Context: an optimization exercise on an open-source flow, tuned for small area, a short achievable clock period and few clock cycles per item. The choices shown serve that exercise and are no tape-out recipe.
At most, simulation tests tie the RTL to the original design; equivalence was not proved.

==> trial 2: inputs <==
// yuvToRgb
module yuvToRgb (
	input logic Clock,
	input logic resetn,
	input logic start,
	input logic [15:0] readData,
	output logic done,
	output logic [17:0] sramAddress,
	output logic [15:0] sramWriteData,
	output logic sramWeN
);
export LEC_CHECK = 0
export CAP_MARGIN = 20
export CORE_MARGIN = 2
export CORE_UTILIZATION = 40
export CTS_CLUSTER_DIAMETER = 100
export CTS_CLUSTER_SIZE = 25
export SETUP_SLACK_MARGIN = 5
export SLEW_MARGIN = 20
export SYNTH_HIERARCHICAL = 1
export SYNTH_MINIMUM_KEEP_SIZE = 0
create_clock -name core_clock -period 12.0 [get_ports {Clock}]
standard.sh (not shown) runs the stock make flow with config.mk's settings and CLKGATE_MAP_FILE= SYNTH_SCRIPT=/design/flow/synth_recipe.tcl, a recipe that flattens the netlist after the stock synthesis.
==> flow/flow/run.sh <==
#!/bin/bash
set -euo pipefail
bash standard.sh SETUP_SLACK_MARGIN=8.4 "BUFFER_PORTS_ARGS=-buffer_cell sky130_fd_sc_hd__buf_2" finish > standard.log 2>&1
==> inputs of trial 59, as changes to trial 2 <==
--- a/flow/design.v
+++ b/flow/design.v
@@ -68,21 +68,20 @@
 	output logic [17:0] sramAddress,
 	output logic [15:0] sramWriteData,
 	output logic sramWeN
 );
 	logic busy;
-	logic wrQ;
 	logic [7:0] pq;
 	logic [2:0] ph;
 	logic [8:0] wa;
 	logic shen, shV, shHi;
 	logic rdU, rdV, rdY, rkU, rkV, rkY;
 	logic [7:0] win [12];
 	logic [15:0] pendU, pendV, yw;
 	logic [8:0] f, uc;
 	logic [8:0] fc9;
-	logic [9:0] fd2, fd3;
+	logic [9:0] fd1, fd2, fd3;
 	logic [15:0] gb;
 	logic [7:0] b0;
 	function automatic logic [6:0] flagsOf(input logic [7:0] q);
 		flagsOf = {q <= 8'd3, q >= 8'd4, (q >= 8'd4) && (q <= 8'd158),
 			(q >= 8'd4) && (q <= 8'd162), !q[0] && (q <= 8'd159),
@@ -147,20 +146,20 @@
 	assign lastNow = flLastP && (ph == 3'd4);
 	always_ff @(posedge Clock or negedge resetn) begin
 		if (!resetn) begin
 			busy <= 1'b0;
 			done <= 1'b0;
-			wrQ <= 1'b0;
+			sramWeN <= 1'b1;
 		end else begin
 			if (go) begin
 				busy <= 1'b1;
 				done <= 1'b0;
 			end else if (busy && lastNow) begin
 				busy <= 1'b0;
 				done <= 1'b1;
 			end
-			wrQ <= busy && !lastNow && !go && dWr;
+			sramWeN <= !(busy && !lastNow && !go && dWr);
 		end
 	end
 	always_ff @(posedge Clock) begin
 		if (go) begin
 			pq <= 8'd0;
@@ -203,11 +202,10 @@
 		end
 		rkU <= rdU;
 		rkV <= rdV;
 		rkY <= rdY;
 	end
-	assign sramWeN = !wrQ;
 	logic [7:0] shIn;
 	logic [8:0] sA, sB, sC;
 	assign sA = {1'b0, win[0]} + {1'b0, win[10]};
 	assign sB = {1'b0, win[2]} + {1'b0, win[8]};
 	assign sC = {1'b0, win[4]} + {1'b0, win[6]};
@@ -230,10 +228,11 @@
 			for (int i = 0; i < 11; i++)
 				win[i] <= win[i + 1];
 			win[11] <= shIn;
 		end
 		fc9 <= sC;
+		fd1 <= {1'b0, sA} - {1'b0, sC} + 10'd512;
 		fd2 <= {1'b0, sA} - {1'b0, sB} + 10'd512;
 		fd3 <= {1'b0, sC} - {1'b0, sB} + 10'd512;
 	end
 	logic [7:0] py;
 	logic [8:0] pu, pv;
@@ -1201,75 +1200,48 @@
 wire fl_66;
 wire fl_67;
 wire fl_68;
 wire fl_69;
 wire fl_70;
-wire fl_71;
-wire fl_72;
-wire fl_73;
-wire fl_74;
-wire fl_75;
-wire fl_76;
-wire fl_77;
-wire fl_78;
-wire fl_79;
-wire fl_80;
-wire fl_81;
-wire fl_82;
-wire fl_83;
-wire fl_84;
-wire fl_85;
-wire fl_86;
-wire fl_87;
-wire fl_88;
-assign fl_1 = ~fd2[0];
-assign fl_2 = ~fc9[0];
+assign fl_1 = ~fc9[0];
+assign fl_2 = ~fc9[2];
 assign fl_3 = ~fc9[3];
 assign fl_4 = ~fc9[5];
-HA fl_5_i (fc9[1], fd3[3], fl_5, fl_6);
-HA fl_7_i (fc9[2], fd3[4], fl_7, fl_8);
-HA fl_9_i (fd3[0], fd2[1], fl_9, fl_10);
-FA fl_11_i (fd3[1], fd2[2], fd2[4], fl_11, fl_12);
-FA fl_13_i (fd3[2], fd2[3], fd2[5], fl_13, fl_14);
-HA fl_15_i (fd2[7], ~fd3[7], fl_15, fl_16);
-FA fl_17_i (fd2[4], fd2[6], fd2[8], fl_17, fl_18);
-FA fl_19_i (fc9[0], ~fd3[8], fl_5, fl_19, fl_20);
-FA fl_21_i (fd2[5], fd2[7], fd2[9], fl_21, fl_22);
-FA fl_23_i (~fd3[9], fl_6, fl_7, fl_23, fl_24);
-FA fl_25_i (fd3[5], fd2[6], fd2[8], fl_25, fl_26);
-HA fl_27_i (fl_3, fl_8, fl_27, fl_28);
-FA fl_29_i (fc9[4], fd3[6], fd2[7], fl_29, fl_30);
-HA fl_31_i (fd2[9], fc9[3], fl_31, fl_32);
-HA fl_33_i (fd3[7], fd2[8], fl_33, fl_34);
-HA fl_35_i (fc9[6], fd3[8], fl_35, fl_36);
-HA fl_37_i (fd2[0], fd2[2], fl_37, fl_38);
-FA fl_39_i (fd2[3], fd2[5], ~fd3[5], fl_39, fl_40);
-FA fl_41_i (fd2[6], ~fd3[6], fl_10, fl_41, fl_42);
-FA fl_43_i (fl_2, fl_15, fl_12, fl_43, fl_44);
-FA fl_45_i (fl_16, fl_14, fl_17, fl_45, fl_46);
-FA fl_47_i (fl_18, fl_21, fl_20, fl_47, fl_48);
-FA fl_49_i (fl_22, fl_25, fl_27, fl_49, fl_50);
-FA fl_51_i (fl_31, fl_26, fl_28, fl_51, fl_52);
-FA fl_53_i (fl_4, fl_32, fl_33, fl_53, fl_54);
-FA fl_55_i (fd2[9], fc9[5], fl_34, fl_55, fl_56);
-HA fl_57_i (fc9[7], fd3[9], fl_57, fl_58);
-HA fl_59_i (fd2[1], fd2[0], fl_59, fl_60);
-FA fl_61_i (fd2[0], fd2[2], ~fd3[2], fl_61, fl_62);
-FA fl_63_i (fd2[1], fd2[3], ~fd3[3], fl_63, fl_64);
-FA fl_65_i (fd2[4], ~fd3[4], fl_37, fl_65, fl_66);
-FA fl_67_i (fl_38, fl_9, fl_39, fl_67, fl_68);
-FA fl_69_i (fl_11, fl_40, fl_41, fl_69, fl_70);
-FA fl_71_i (fl_13, fl_42, fl_43, fl_71, fl_72);
-FA fl_73_i (fl_19, fl_44, fl_45, fl_73, fl_74);
-FA fl_75_i (fl_23, fl_46, fl_47, fl_75, fl_76);
-FA fl_77_i (fl_24, fl_49, fl_48, fl_77, fl_78);
-FA fl_79_i (fl_29, fl_50, fl_51, fl_79, fl_80);
-FA fl_81_i (fl_30, fl_53, fl_52, fl_81, fl_82);
-FA fl_83_i (fl_35, fl_54, fl_55, fl_83, fl_84);
-FA fl_85_i (fl_36, fl_57, fl_56, fl_85, fl_86);
-HA fl_87_i (fc9[8], fl_58, fl_87, fl_88);
-wire [16:0] fl_s = {fl_88, fl_87, fl_84, fl_83, fl_80, fl_79, fl_76, fl_74, fl_72, fl_70, fl_68, fl_66, fl_64, fl_62, fl_60, ~fd3[1], ~fd3[0]} + {1'b0, fl_86, fl_85, fl_82, fl_81, fl_78, fl_77, fl_75, fl_73, fl_71, fl_69, fl_67, fl_65, fl_63, fl_61, fl_59, fl_1};
+HA fl_5_i (fd3[2], fd1[7], fl_5, fl_6);
+FA fl_7_i (fc9[1], fd3[3], fd1[8], fl_7, fl_8);
+HA fl_9_i (fd2[4], fd2[6], fl_9, fl_10);
+FA fl_11_i (fd3[4], fd1[9], fd2[5], fl_11, fl_12);
+HA fl_13_i (fd2[7], fl_2, fl_13, fl_14);
+FA fl_15_i (fd3[5], fd2[6], fd2[8], fl_15, fl_16);
+HA fl_17_i (fc9[2], fl_3, fl_17, fl_18);
+FA fl_19_i (fc9[4], fd3[6], fd2[7], fl_19, fl_20);
+HA fl_21_i (fd2[9], fc9[3], fl_21, fl_22);
+HA fl_23_i (fd3[7], fd2[8], fl_23, fl_24);
+HA fl_25_i (fc9[6], fd3[8], fl_25, fl_26);
+HA fl_27_i (fd3[0], fd1[5], fl_27, fl_28);
+FA fl_29_i (fd3[1], fd1[6], fd2[2], fl_29, fl_30);
+FA fl_31_i (fd2[3], fd2[5], fl_1, fl_31, fl_32);
+FA fl_33_i (fc9[0], fl_6, fl_9, fl_33, fl_34);
+FA fl_35_i (fl_10, fl_13, fl_8, fl_35, fl_36);
+FA fl_37_i (fl_14, fl_17, fl_12, fl_37, fl_38);
+FA fl_39_i (fl_21, fl_18, fl_16, fl_39, fl_40);
+FA fl_41_i (fl_4, fl_22, fl_23, fl_41, fl_42);
+FA fl_43_i (fd2[9], fc9[5], fl_24, fl_43, fl_44);
+HA fl_45_i (fc9[7], fd3[9], fl_45, fl_46);
+HA fl_47_i (fd1[4], fd2[0], fl_47, fl_48);
+FA fl_49_i (fd2[1], fd2[3], fl_27, fl_49, fl_50);
+FA fl_51_i (fd2[4], fl_28, fl_29, fl_51, fl_52);
+FA fl_53_i (fl_5, fl_30, fl_31, fl_53, fl_54);
+FA fl_55_i (fl_7, fl_32, fl_33, fl_55, fl_56);
+FA fl_57_i (fl_11, fl_34, fl_35, fl_57, fl_58);
+FA fl_59_i (fl_15, fl_36, fl_37, fl_59, fl_60);
+FA fl_61_i (fl_19, fl_38, fl_39, fl_61, fl_62);
+FA fl_63_i (fl_20, fl_41, fl_40, fl_63, fl_64);
+FA fl_65_i (fl_25, fl_42, fl_43, fl_65, fl_66);
+FA fl_67_i (fl_26, fl_45, fl_44, fl_67, fl_68);
+HA fl_69_i (fc9[8], fl_46, fl_69, fl_70);
+wire [16:0] fl_s = {fl_70, fl_69, fl_66, fl_65, fl_62, fl_60, fl_58, fl_56, fl_54, fl_52, fl_50, fl_48, fd2[2], fd1[3], fd1[2], fd1[1], fd1[0]} + {1'b0, fl_68, fl_67, fl_64, fl_63, fl_61, fl_59, fl_57, fl_55, fl_53, fl_51, fl_49, fl_47, fd2[1], fd2[0], 1'b0, 1'b0};
 wire [8:0] fl_q = fl_s[16:8];
 	function automatic logic [7:0] clip(input logic [10:0] x);
 		if (x[10:9] == 2'b00)
 			clip = 8'd0;
 		else if (x[10] || (x[9] && x[8]))
CTS_CLUSTER_DIAMETER = 120   (was 100)
CTS_CLUSTER_SIZE = 30   (was 25)
==> run summary <==
- Trial 59 completed without violations. Trial 2 passed the timing, DRC and antenna checks.
- Between trial 59 and trial 2, the lower critical path depth is in trial 59 (gap 9).
- Via count: trial 59 is smaller than trial 2 (about 0.5%).
- Against trial 59, the design area of trial 2 is lower by about 0.24%.
- Against trial 2, the cell count of trial 59 is higher by about 1.3%.
- Against trial 59, the routed wire length of trial 2 is lower by 2.2%.
- Global-route usage: trial 2 is lower than trial 59 (0.33 points).
- Between trial 59 and trial 2, the lower first-iteration DRC count is in trial 2 (gap 23%, measured against trial 2).
- Between trial 2 and trial 59, the lower flip-flop and latch count is in trial 2 (gap 8).
Testbench counts of trial 59, summed over its fixed seeds: cycles 26,144, rows 32.
For trial 2, only the layout was checked, not whether the RTL still works.

========
==> nickel <==
Another version of the RTL of yuvToRgb (not shown whole).
Settings: LEC_CHECK=0, CAP_MARGIN=20, CORE_MARGIN=2, CORE_UTILIZATION=40, CTS_CLUSTER_DIAMETER=100, CTS_CLUSTER_SIZE=25, SETUP_SLACK_MARGIN=5, SLEW_MARGIN=20, SYNTH_HIERARCHICAL=1, SYNTH_MINIMUM_KEEP_SIZE=0; clock period 12.0 ns.
==> flow/flow/run.sh <==
#!/bin/bash
set -euo pipefail
bash standard.sh SETUP_SLACK_MARGIN=8.5 "BUFFER_PORTS_ARGS=-buffer_cell sky130_fd_sc_hd__buf_2" finish > standard.log 2>&1
==> inputs of fjord, as changes to nickel <==
--- a/flow/design.v
+++ b/flow/design.v
@@ -80,21 +80,22 @@
 	logic [15:0] pendU, pendV, yw;
 	logic [8:0] f, uc;
 	logic [8:0] fc9;
 	logic [9:0] fd2, fd3;
 	logic [15:0] gb;
 	logic [7:0] b0;
-	function automatic logic [2:0] flagsOf(input logic [7:0] q);
-		flagsOf = {q <= 8'd3, q >= 8'd159, q == 8'd163};
+	function automatic logic [6:0] flagsOf(input logic [7:0] q);
+		flagsOf = {q <= 8'd3, q >= 8'd4, (q >= 8'd4) && (q <= 8'd158),
+			(q >= 8'd4) && (q <= 8'd162), !q[0] && (q <= 8'd159),
+			q[0] && (q <= 8'd158), q == 8'd163};
 	endfunction
-	logic [2:0] fl, nf, df;
-	logic dfPro, dfEndC, dfOdd, flLastP;
+	logic [6:0] fl, nf, df;
+	logic dfPro, dfWrOk, dfRdC, dfRdYk, dfVHi, dfUHi, flLastP;
 	logic [1:0] dfQ;
-	assign {dfPro, dfEndC} = df[2:1];
+	assign {dfPro, dfWrOk, dfRdC, dfRdYk, dfVHi, dfUHi} = df[6:1];
 	assign dfQ = (ph == 3'd4) ? pq[1:0] + 2'd1 : pq[1:0];
-	assign dfOdd = dfQ[0];
 	assign flLastP = fl[0];
 	logic [2:0] nph;
 	logic dWr, dRdU, dRdV, dRdY, dSh, dShV, dShHi;
 	logic [6:0] kc;
 	logic [7:0] yc;
 	assign nph = (ph == 3'd4) ? 3'd0 : ph + 3'd1;
@@ -120,27 +121,27 @@
 				{2'd3, 3'd2}: begin dSh = 1'b1; dShV = 1'b1; end
 				default: ;
 			endcase
 		end else begin
 			case (nph)
 				3'd0: begin
-					dRdU = dfOdd && !dfEndC;
-					dRdV = !dfOdd && !dfEndC;
+					dRdU = dfQ[0] && dfRdC;
+					dRdV = !dfQ[0] && dfRdC;
 				end
-				3'd1: dRdY = !df[0];
+				3'd1: dRdY = dfRdYk;
 				3'd2: begin
-					dWr = !dfPro;
+					dWr = dfWrOk;
 					dSh = 1'b1; dShV = 1'b1;
-					dShHi = !dfOdd && !dfEndC;
+					dShHi = dfVHi;
 				end
 				3'd3: begin
-					dWr = !dfPro;
+					dWr = dfWrOk;
 					dSh = 1'b1;
-					dShHi = dfOdd && !dfEndC;
+					dShHi = dfUHi;
 				end
-				default: dWr = !dfPro;
+				default: dWr = dfWrOk;
 			endcase
 		end
 	end
 	logic go, lastNow;
 	assign go = start && !busy;
 	assign lastNow = flLastP && (ph == 3'd4);
@@ -299,13 +300,13 @@
 wire lm_59;
 wire lm_60;
 wire lm_61;
 wire lm_62;
 wire lm_63;
 wire lm_64;
-assign lm_1 = ysel[0];
+assign lm_1 = ~~ysel[0];
 assign lm_2 = ~ysel[1];
 assign lm_3 = ~ysel[2];
 assign lm_4 = ~ysel[3];
 assign lm_5 = ~ysel[4];
 assign lm_6 = ~ysel[5];
 assign lm_7 = ~ysel[6];
@@ -478,13 +479,13 @@
 wire cr_133;
 wire cr_134;
 wire cr_135;
 wire cr_136;
 wire cr_137;
 wire cr_138;
-assign cr_1 = pv[0];
+assign cr_1 = ~~pv[0];
 assign cr_2 = ~lum[4];
 assign cr_3 = ~lum[6];
 assign cr_4 = ~lum[7];
 assign cr_5 = ~lum[10];
 assign cr_6 = ~lum[12];
 assign cr_7 = ~lum[14];
@@ -741,13 +742,13 @@
 wire cg_179;
 wire cg_180;
 wire cg_181;
 wire cg_182;
 wire cg_183;
 wire cg_184;
-assign cg_1 = pv[0];
+assign cg_1 = ~~pv[0];
 assign cg_2 = ~lum[5];
 assign cg_3 = ~lum[6];
 assign cg_4 = ~lum[7];
 assign cg_5 = ~lum[9];
 assign cg_6 = ~lum[11];
 assign cg_7 = ~lum[13];
@@ -959,13 +960,13 @@
 wire cb_109;
 wire cb_110;
 wire cb_111;
 wire cb_112;
 wire cb_113;
 wire cb_114;
-assign cb_1 = pu[0];
+assign cb_1 = ~~pu[0];
 assign cb_2 = ~lum[0];
 assign cb_3 = ~lum[4];
 assign cb_4 = ~lum[6];
 assign cb_5 = ~lum[7];
 assign cb_6 = ~lum[9];
 assign cb_7 = ~lum[10];
- ABC_CLOCK_PERIOD_IN_PS: not set -> 3500
==> inputs of delta, as changes to nickel <==
--- a/flow/design.v
+++ b/flow/design.v
@@ -76,14 +76,14 @@
 	logic [8:0] wa;
 	logic shen, shV, shHi;
 	logic rdU, rdV, rdY, rkU, rkV, rkY;
 	logic [7:0] win [12];
 	logic [15:0] pendU, pendV, yw;
 	logic [8:0] f, uc;
-	logic [8:0] fc9;
-	logic [9:0] fd2, fd3;
+	logic [9:0] fc9;
+	logic [9:0] fd1, fd2, fd3;
 	logic [15:0] gb;
 	logic [7:0] b0;
 	function automatic logic [2:0] flagsOf(input logic [7:0] q);
 		flagsOf = {q <= 8'd3, q >= 8'd159, q == 8'd163};
 	endfunction
 	logic [2:0] fl, nf, df;
@@ -227,13 +227,14 @@
 			yw <= readData;
 		if (shen) begin
 			for (int i = 0; i < 11; i++)
 				win[i] <= win[i + 1];
 			win[11] <= shIn;
 		end
-		fc9 <= sC;
+		fc9 <= {1'b0, sC} + 10'd45;
+		fd1 <= {1'b0, sA} - {1'b0, sC} + 10'd512;
 		fd2 <= {1'b0, sA} - {1'b0, sB} + 10'd512;
 		fd3 <= {1'b0, sC} - {1'b0, sB} + 10'd512;
 	end
 	logic [22:0] lum;
 	logic [7:0] ysel;
 	logic [8:0] pu, pv;
@@ -1078,97 +1079,38 @@
 wire fl_45;
 wire fl_46;
 wire fl_47;
 wire fl_48;
 wire fl_49;
 wire fl_50;
-wire fl_51;
-wire fl_52;
-wire fl_53;
-wire fl_54;
-wire fl_55;
-wire fl_56;
-wire fl_57;
-wire fl_58;
-wire fl_59;
-wire fl_60;
-wire fl_61;
-wire fl_62;
-wire fl_63;
-wire fl_64;
-wire fl_65;
-wire fl_66;
-wire fl_67;
-wire fl_68;
-wire fl_69;
-wire fl_70;
-wire fl_71;
-wire fl_72;
-wire fl_73;
-wire fl_74;
-wire fl_75;
-wire fl_76;
-wire fl_77;
-wire fl_78;
-wire fl_79;
-wire fl_80;
-wire fl_81;
-wire fl_82;
-wire fl_83;
-wire fl_84;
-wire fl_85;
-wire fl_86;
-wire fl_87;
-wire fl_88;
-assign fl_1 = ~fd2[0];
-assign fl_2 = ~fc9[0];
-assign fl_3 = ~fc9[3];
-assign fl_4 = ~fc9[5];
-HA fl_5_i (fc9[1], fd3[3], fl_5, fl_6);
-HA fl_7_i (fc9[2], fd3[4], fl_7, fl_8);
-HA fl_9_i (fd3[0], fd2[1], fl_9, fl_10);
-FA fl_11_i (fd3[1], fd2[2], fd2[4], fl_11, fl_12);
-FA fl_13_i (fd3[2], fd2[3], fd2[5], fl_13, fl_14);
-HA fl_15_i (fd2[7], ~fd3[7], fl_15, fl_16);
-FA fl_17_i (fd2[4], fd2[6], fd2[8], fl_17, fl_18);
-FA fl_19_i (fc9[0], ~fd3[8], fl_5, fl_19, fl_20);
-FA fl_21_i (fd2[5], fd2[7], fd2[9], fl_21, fl_22);
-FA fl_23_i (~fd3[9], fl_6, fl_7, fl_23, fl_24);
-FA fl_25_i (fd3[5], fd2[6], fd2[8], fl_25, fl_26);
-HA fl_27_i (fl_3, fl_8, fl_27, fl_28);
-FA fl_29_i (fc9[4], fd3[6], fd2[7], fl_29, fl_30);
-HA fl_31_i (fd2[9], fc9[3], fl_31, fl_32);
-HA fl_33_i (fd3[7], fd2[8], fl_33, fl_34);
-HA fl_35_i (fc9[6], fd3[8], fl_35, fl_36);
-HA fl_37_i (fd2[0], fd2[2], fl_37, fl_38);
-FA fl_39_i (fd2[3], fd2[5], ~fd3[5], fl_39, fl_40);
-FA fl_41_i (fd2[6], ~fd3[6], fl_10, fl_41, fl_42);
-FA fl_43_i (fl_2, fl_15, fl_12, fl_43, fl_44);
-FA fl_45_i (fl_16, fl_14, fl_17, fl_45, fl_46);
-FA fl_47_i (fl_18, fl_21, fl_20, fl_47, fl_48);
-FA fl_49_i (fl_22, fl_25, fl_27, fl_49, fl_50);
-FA fl_51_i (fl_31, fl_26, fl_28, fl_51, fl_52);
-FA fl_53_i (fl_4, fl_32, fl_33, fl_53, fl_54);
-FA fl_55_i (fd2[9], fc9[5], fl_34, fl_55, fl_56);
-HA fl_57_i (fc9[7], fd3[9], fl_57, fl_58);
-HA fl_59_i (fd2[1], fd2[0], fl_59, fl_60);
-FA fl_61_i (fd2[0], fd2[2], ~fd3[2], fl_61, fl_62);
-FA fl_63_i (fd2[1], fd2[3], ~fd3[3], fl_63, fl_64);
-FA fl_65_i (fd2[4], ~fd3[4], fl_37, fl_65, fl_66);
-FA fl_67_i (fl_38, fl_9, fl_39, fl_67, fl_68);
-FA fl_69_i (fl_11, fl_40, fl_41, fl_69, fl_70);
-FA fl_71_i (fl_13, fl_42, fl_43, fl_71, fl_72);
-FA fl_73_i (fl_19, fl_44, fl_45, fl_73, fl_74);
-FA fl_75_i (fl_23, fl_46, fl_47, fl_75, fl_76);
-FA fl_77_i (fl_24, fl_49, fl_48, fl_77, fl_78);
-FA fl_79_i (fl_29, fl_50, fl_51, fl_79, fl_80);
-FA fl_81_i (fl_30, fl_53, fl_52, fl_81, fl_82);
-FA fl_83_i (fl_35, fl_54, fl_55, fl_83, fl_84);
-FA fl_85_i (fl_36, fl_57, fl_56, fl_85, fl_86);
-HA fl_87_i (fc9[8], fl_58, fl_87, fl_88);
-wire [16:0] fl_s = {fl_88, fl_87, fl_84, fl_83, fl_80, fl_79, fl_76, fl_74, fl_72, fl_70, fl_68, fl_66, fl_64, fl_62, fl_60, ~fd3[1], ~fd3[0]} + {1'b0, fl_86, fl_85, fl_82, fl_81, fl_78, fl_77, fl_75, fl_73, fl_71, fl_69, fl_67, fl_65, fl_63, fl_61, fl_59, fl_1};
+HA fl_1_i (fc9[0], fd3[2], fl_1, fl_2);
+FA fl_3_i (fc9[1], fd3[3], fd1[8], fl_3, fl_4);
+FA fl_5_i (fc9[2], fd3[4], fd1[9], fl_5, fl_6);
+HA fl_7_i (fc9[3], fd3[5], fl_7, fl_8);
+HA fl_9_i (fc9[4], fd3[6], fl_9, fl_10);
+HA fl_11_i (fd3[0], fd1[5], fl_11, fl_12);
+FA fl_13_i (fd3[1], fd1[6], fd2[2], fl_13, fl_14);
+FA fl_15_i (fd1[7], fd2[3], fd2[5], fl_15, fl_16);
+FA fl_17_i (fd2[4], fd2[6], fl_2, fl_17, fl_18);
+FA fl_19_i (fd2[5], fd2[7], fl_4, fl_19, fl_20);
+FA fl_21_i (fd2[6], fd2[8], fl_7, fl_21, fl_22);
+FA fl_23_i (fd2[7], fd2[9], fl_8, fl_23, fl_24);
+FA fl_25_i (fc9[5], fd3[7], fd2[8], fl_25, fl_26);
+HA fl_27_i (fc9[6], fd3[8], fl_27, fl_28);
+HA fl_29_i (fd1[4], fd2[0], fl_29, fl_30);
+FA fl_31_i (fd2[1], fd2[3], fl_11, fl_31, fl_32);
+FA fl_33_i (fd2[4], fl_12, fl_13, fl_33, fl_34);
+FA fl_35_i (fl_1, fl_14, fl_15, fl_35, fl_36);
+FA fl_37_i (fl_16, fl_3, fl_17, fl_37, fl_38);
+FA fl_39_i (fl_5, fl_18, fl_19, fl_39, fl_40);
+FA fl_41_i (fl_6, fl_21, fl_20, fl_41, fl_42);
+FA fl_43_i (fl_9, fl_22, fl_23, fl_43, fl_44);
+FA fl_45_i (fl_10, fl_25, fl_24, fl_45, fl_46);
+FA fl_47_i (fd2[9], fl_27, fl_26, fl_47, fl_48);
+FA fl_49_i (fc9[7], fd3[9], fl_28, fl_49, fl_50);
+wire [16:0] fl_s = {fc9[9], fc9[8], fl_49, fl_47, fl_44, fl_43, fl_40, fl_38, fl_36, fl_34, fl_32, fl_30, fd2[2], fd1[3], fd1[2], fd1[1], fd1[0]} + {1'b0, fl_50, fl_48, fl_46, fl_45, fl_42, fl_41, fl_39, fl_37, fl_35, fl_33, fl_31, fl_29, fd2[1], fd2[0], 1'b0, 1'b0};
 wire [8:0] fl_q = fl_s[16:8];
 	function automatic logic [7:0] clip(input logic [10:0] x);
 		if (x[10:9] == 2'b00)
 			clip = 8'd0;
 		else if (x[10] || (x[9] && x[8]))
 			clip = 8'd255;
- ABC_CLOCK_PERIOD_IN_PS: not set -> 3500
==> inputs of ember, as changes to nickel <==
--- a/flow/design.v
+++ b/flow/design.v
@@ -80,21 +80,22 @@
 	logic [15:0] pendU, pendV, yw;
 	logic [8:0] f, uc;
 	logic [8:0] fc9;
 	logic [9:0] fd2, fd3;
 	logic [15:0] gb;
 	logic [7:0] b0;
-	function automatic logic [2:0] flagsOf(input logic [7:0] q);
-		flagsOf = {q <= 8'd3, q >= 8'd159, q == 8'd163};
+	function automatic logic [6:0] flagsOf(input logic [7:0] q);
+		flagsOf = {q <= 8'd3, q >= 8'd4, (q >= 8'd4) && (q <= 8'd158),
+			(q >= 8'd4) && (q <= 8'd162), !q[0] && (q <= 8'd159),
+			q[0] && (q <= 8'd158), q == 8'd163};
 	endfunction
-	logic [2:0] fl, nf, df;
-	logic dfPro, dfEndC, dfOdd, flLastP;
+	logic [6:0] fl, nf, df;
+	logic dfPro, dfWrOk, dfRdC, dfRdYk, dfVHi, dfUHi, flLastP;
 	logic [1:0] dfQ;
-	assign {dfPro, dfEndC} = df[2:1];
+	assign {dfPro, dfWrOk, dfRdC, dfRdYk, dfVHi, dfUHi} = df[6:1];
 	assign dfQ = (ph == 3'd4) ? pq[1:0] + 2'd1 : pq[1:0];
-	assign dfOdd = dfQ[0];
 	assign flLastP = fl[0];
 	logic [2:0] nph;
 	logic dWr, dRdU, dRdV, dRdY, dSh, dShV, dShHi;
 	logic [6:0] kc;
 	logic [7:0] yc;
 	assign nph = (ph == 3'd4) ? 3'd0 : ph + 3'd1;
@@ -120,27 +121,27 @@
 				{2'd3, 3'd2}: begin dSh = 1'b1; dShV = 1'b1; end
 				default: ;
 			endcase
 		end else begin
 			case (nph)
 				3'd0: begin
-					dRdU = dfOdd && !dfEndC;
-					dRdV = !dfOdd && !dfEndC;
+					dRdU = dfQ[0] && dfRdC;
+					dRdV = !dfQ[0] && dfRdC;
 				end
-				3'd1: dRdY = !df[0];
+				3'd1: dRdY = dfRdYk;
 				3'd2: begin
-					dWr = !dfPro;
+					dWr = dfWrOk;
 					dSh = 1'b1; dShV = 1'b1;
-					dShHi = !dfOdd && !dfEndC;
+					dShHi = dfVHi;
 				end
 				3'd3: begin
-					dWr = !dfPro;
+					dWr = dfWrOk;
 					dSh = 1'b1;
-					dShHi = dfOdd && !dfEndC;
+					dShHi = dfUHi;
 				end
-				default: dWr = !dfPro;
+				default: dWr = dfWrOk;
 			endcase
 		end
 	end
 	logic go, lastNow;
 	assign go = start && !busy;
 	assign lastNow = flLastP && (ph == 3'd4);
@@ -299,13 +300,13 @@
 wire lm_59;
 wire lm_60;
 wire lm_61;
 wire lm_62;
 wire lm_63;
 wire lm_64;
-assign lm_1 = ysel[0];
+assign lm_1 = ~~ysel[0];
 assign lm_2 = ~ysel[1];
 assign lm_3 = ~ysel[2];
 assign lm_4 = ~ysel[3];
 assign lm_5 = ~ysel[4];
 assign lm_6 = ~ysel[5];
 assign lm_7 = ~ysel[6];
@@ -478,13 +479,13 @@
 wire cr_133;
 wire cr_134;
 wire cr_135;
 wire cr_136;
 wire cr_137;
 wire cr_138;
-assign cr_1 = pv[0];
+assign cr_1 = ~~pv[0];
 assign cr_2 = ~lum[4];
 assign cr_3 = ~lum[6];
 assign cr_4 = ~lum[7];
 assign cr_5 = ~lum[10];
 assign cr_6 = ~lum[12];
 assign cr_7 = ~lum[14];
@@ -741,13 +742,13 @@
 wire cg_179;
 wire cg_180;
 wire cg_181;
 wire cg_182;
 wire cg_183;
 wire cg_184;
-assign cg_1 = pv[0];
+assign cg_1 = ~~pv[0];
 assign cg_2 = ~lum[5];
 assign cg_3 = ~lum[6];
 assign cg_4 = ~lum[7];
 assign cg_5 = ~lum[9];
 assign cg_6 = ~lum[11];
 assign cg_7 = ~lum[13];
@@ -959,13 +960,13 @@
 wire cb_109;
 wire cb_110;
 wire cb_111;
 wire cb_112;
 wire cb_113;
 wire cb_114;
-assign cb_1 = pu[0];
+assign cb_1 = ~~pu[0];
 assign cb_2 = ~lum[0];
 assign cb_3 = ~lum[4];
 assign cb_4 = ~lum[6];
 assign cb_5 = ~lum[7];
 assign cb_6 = ~lum[9];
 assign cb_7 = ~lum[10];
==> flow/flow/run.sh (replaced) <==
#!/bin/bash
set -euo pipefail
bash standard.sh SETUP_SLACK_MARGIN=8.6 "BUFFER_PORTS_ARGS=-buffer_cell sky130_fd_sc_hd__buf_2" finish > standard.log 2>&1
==> notes <==
- Between nickel and ember, the lower clock-buffer cell count is in ember (gap 3).
- Setup slack, highest first: ember, fjord, nickel, delta.
- Die area is about the same in ember and delta.
- Of nickel and ember, nickel has the higher first-iteration DRC count (gap about 2.6%, measured against ember).
- Global-route usage: nickel is lower than fjord (0.26 points).
- In nickel the sequential share of layout area is lower than in delta, by 0.35 points.
- Of nickel and delta, delta has the higher flip-flop and latch count (gap 9).
==> figures <==
metric	nickel	delta	ember	fjord
Synth Cell Area	22100 µm²	22370 µm²	22400 µm²	22400 µm²
# Taps	704	748	748	748
Reg2reg end	pv[6]	pv[7]	pv[5]	pv[5]
Worst-path cell with the longest stage delay	fa_1	fa_1	dfrtp_1	dfrtp_1
First-pass GRT wire length	74430 µm	76620 µm	75770 µm	76510 µm
Minimum clock period after layout	3.629 ns	3.738 ns	3.502 ns	3.524 ns
Result of the run	complete, no violations	complete, no violations	complete, no violations	complete, no violations
Clock latency on the worst-skew pair	0.56 ns	0.57 ns	0.55 ns	0.57 ns
FFs & Latches	399	408	407	407
Fraction of area in registers	39.25%	39.60%	38.94%	39.38%
CTS clk-pin slew, worst paths	0.10 ns	0.09 ns	0.10 ns	0.09 ns
Crit path DAT	4.12 ns	4.18 ns	1.10 ns	1.12 ns
Required @ worst endpoint	12.49 ns	12.44 ns	9.60 ns	9.60 ns
Launch point of the worst path	fd3[3]	fc9[1]	done	done
Testbench counts of fjord, summed over its fixed seeds: cycles 26,144, rows 32.
Testbench counts of ember, summed over its fixed seeds: cycles 26,144, rows 32.
No functional check of the RTL was part of nickel and delta.

==> what the ideal ports hide <==
The flow's constraints put no driver on any port. The routed layouts listed below were extracted and timed again, unchanged, in two steps. Step 1, drivers: a clkbuf_16 drives Clock and a buf_2 each remaining input, both assumed. Step 2, shift: input delay + t, output delay - t, t = (earliest + latest rising clock arrival at the registers) / 2. This alone moves slack from input paths to output paths. Slacks: no drivers / after step 1 / after step 2; pairs: no drivers / after step 1.
| run | t, ns | slack for setup (ns) | hold WS [ns] | worst setup path at the end |
|---|---|---|---|---|
| trial 2 | 0.608 | 8.256 / 8.256 / 8.256 | 0.334 / 0.334 / 0.334 | register to register |
| trial 59 | 0.596 | 8.410 / 8.356 / 8.362 | 0.340 / 0.340 / 0.340 | input to register |
| nickel | 0.602 | 8.371 / 8.371 / 8.371 | 0.335 / 0.335 / 0.335 | register to register |
| fjord | 0.612 | 8.476 / 8.420 / 8.504 | 0.339 / 0.339 / 0.339 | input to register |
| delta | 0.612 | 8.262 / 8.262 / 8.262 | 0.330 / 0.330 / 0.330 | register to register |
| ember | 0.599 | 8.498 / 8.440 / 8.473 | 0.337 / 0.337 / 0.337 | input to register |
After both steps every run listed still meets setup and hold. The setup slack of trial 59, which loses most, moves by -0.054 ns with the drivers and by -0.048 ns with both steps.
